Background: an optimization exercise with open tools, aiming at small area, a short achievable clock period and few clock cycles. Do not read the settings as production practice.
The RTL was checked by simulation tests, not by an equivalence proof against the original design.
Power is estimated from default activity; no workload was simulated.

## maple
==> flow/design.v (excerpt) <==
module multicycle_core #(
  parameter int DATA_W     = 32,
  parameter int IMEM_DEPTH = 16,
  parameter int DMEM_DEPTH = 16,
  parameter int MAX_INSTR  = 256
) (
  input  logic                          clk,
  input  logic                          rst,
  input  logic                          start,
  output logic                          busy,
  output logic                          done,
  output logic                          err,
  input  logic                          imem_we,
  input  logic [$clog2(IMEM_DEPTH)-1:0] imem_addr,
  input  logic [33:0]                   imem_wdata,
  output logic [$clog2(IMEM_DEPTH)-1:0] pc,
  input  logic [4:0]                    probe_reg_addr,
  output logic [DATA_W-1:0]             probe_reg_data,
  input  logic [$clog2(DMEM_DEPTH)-1:0] probe_dm_addr,
  output logic [DATA_W-1:0]             probe_dm_data
);
  localparam int c_IMEM_AW = $clog2(IMEM_DEPTH);
  localparam int c_DMEM_AW = $clog2(DMEM_DEPTH);
  localparam int c_CNT_W   = $clog2(MAX_INSTR + 1);
  logic                  r_busy;
  logic                  r_done;
  logic                  r_err;
  logic [c_IMEM_AW-1:0]  r_pc;      
  logic [c_CNT_W-1:0]    r_cnt;     
  logic [33:0]           r_ir;      
  logic                  r_go;      
  logic                  r_halt;    
  logic                  r_e_go;
  logic                  r_e_wen;       
  logic                  r_e_mem_write;
  logic                  r_e_load;      
  logic [2:0]            r_e_alu_ctl;
  logic [4:0]            r_e_dest;
  logic [DATA_W-1:0]     r_e_a;
  logic [DATA_W-1:0]     r_e_b;         
  logic [DATA_W-1:0]     r_e_st;        
  logic [33:0]           r_imem [IMEM_DEPTH];
  logic [DATA_W-1:0]     r_rf   [1:31];
  logic [31:1]           r_rf_v;
  logic [DATA_W-1:0]     r_dmem [DMEM_DEPTH];
  logic [DMEM_DEPTH-1:0] r_dm_v;
  logic [c_IMEM_AW-1:0]  w_fetch_addr;
  logic [33:0]           w_fetch;
  logic                  w_fetch_halt;
  always_ff @(posedge clk) begin
    if (imem_we && !r_busy) begin
      r_imem[imem_addr] <= imem_wdata;
    end
  end
  assign w_fetch_addr = r_busy ? r_pc : '0;
  logic [IMEM_DEPTH-1:0] w_sel_f;
  always_comb begin
    for (int j = 0; j < IMEM_DEPTH; j++) begin
      w_sel_f[j] = (w_fetch_addr == c_IMEM_AW'(j));
    end
  end
  for (genvar b = 0; b < 34; b++) begin : g_im_rd
    logic [IMEM_DEPTH-1:0] w_col;
  ...
Settings: LEC_CHECK=0, CAP_MARGIN=20, CELL_PAD_IN_SITES_GLOBAL_PLACEMENT=2, CORE_MARGIN=2, CORE_UTILIZATION=25, PLACE_DENSITY=0.35, SETUP_SLACK_MARGIN=3, SLEW_MARGIN=20, SYNTH_HIERARCHICAL=1, SYNTH_MINIMUM_KEEP_SIZE=0; clock period 12.0 ns.
run.sh (not shown) runs the stock make flow with config.mk's settings and CLKGATE_MAP_FILE= SYNTH_SCRIPT=/design/flow/synth_recipe.tcl, a recipe that flattens the netlist after the stock synthesis.
Testbench counts of maple, summed over its fixed seeds: cycles 31,375.
The following lists how tundra was set up differently from maple:
- clearing SETUP_SLACK_MARGIN, which used to be 3
Findings:
tundra vs. maple: cell count roughly the same; total power roughly the same; vias after detailed routing roughly the same; critical path depth lower. Diff maple -> tundra: worst hold slack essentially unchanged; clock period minus final worst setup slack increased 0.16 ns; finished layout cell area essentially unchanged.
What sierra does differently from tundra at the input level:
- SETUP_SLACK_MARGIN now 5, previously not set
### Flow results
- Design area delta (sierra − tundra): unfavourable
- Max count of non-filler cells in the finished layout across tundra and sierra: sierra
- [compare] base=tundra new=sierra: met1 wire length now larger, final worst setup slack now larger.
- sierra against tundra: non-clock buffer count increased by about 80% relative to the old numbers, sequential-to-total area share from yosys stat closely matched the old numbers, global-route usage increased by 1.5 points relative to the old numbers.

main:
Another version of the RTL of multicycle_core (not shown whole).
For scale: about 5600 cells after synthesis, roughly 2300 flip-flops, roughly 120 I/O pins, about 90000 um^2 of cells after synthesis.
clock: 12.0 ns
lec_check: 0
abc_clock_period_in_ps: 5000
cap_margin: 20
cell_pad_in_sites_global_placement: 2
core_margin: 2
core_utilization: 50
cts_buf_list: sky130_fd_sc_hd__clkbuf_16
cts_cluster_diameter: 80
cts_cluster_size: 20
place_density: 0.65
setup_slack_margin: 5
slew_margin: 20
synth_hierarchical: 1
synth_minimum_keep_size: 0
In summary, main completed successfully, with a layout that passed the timing, DRC and antenna checks.
Testbench counts of main, summed over its fixed seeds: cycles 31,375.
For the feature branch, these inputs were changed with respect to main:
- CTS_CLUSTER_SIZE now 26, was 20
- CORE_UTILIZATION now 60, was 50
- PLACE_DENSITY now 0.75, was 0.65
- CTS_CLUSTER_DIAMETER now 95, was 80
Findings:
Taking main as the reference point, the net switching component of the power of the feature branch falls by 0.31 mW. The feature branch — final-layout worst hold slack 27 ps lower, main as reference. Comparing main against the feature branch, there is no change at all in distinct cell type count after synthesis.

==> separate check: timing with driven ports <==
The results above use ideal ports. As a check the final layouts listed here were re-extracted and re-timed, cells and wires unchanged.
Step 1, drivers: a clkbuf_16 drives clk and a buf_2 each remaining input, both assumed.
Step 2 times the ports against the registers' clock, not the clock port: input delays grow and output delays shrink by t, the midpoint of the rising clock arrivals with the driver on.
a / b / c = no drivers / after step 1 / after step 2; a / b = the first two.
| run | t, ns | slack for setup (ns) | worst setup path at the end | clock arrival spread, ns |
|---|---|---|---|---|
| maple | 0.986 | 3.074 / 2.999 / 2.999 | input to output | 0.045 / 0.044 |
| tundra | 0.986 | 2.918 / 2.895 / 2.895 | input to output | 0.043 / 0.044 |
| sierra | 0.985 | 4.410 / 4.315 / 4.315 | input to output | 0.045 / 0.044 |
| main | 0.903 | 4.960 / 4.936 / 4.866 | input to register | 0.028 / 0.029 |
| the feature branch | 0.855 | 5.003 / 4.979 / 4.979 | input to output | 0.056 / 0.056 |
After both steps every run listed still meets setup and hold. The setup slack of sierra, which loses most, moves by -0.095 ns with the drivers and by -0.095 ns with both steps.
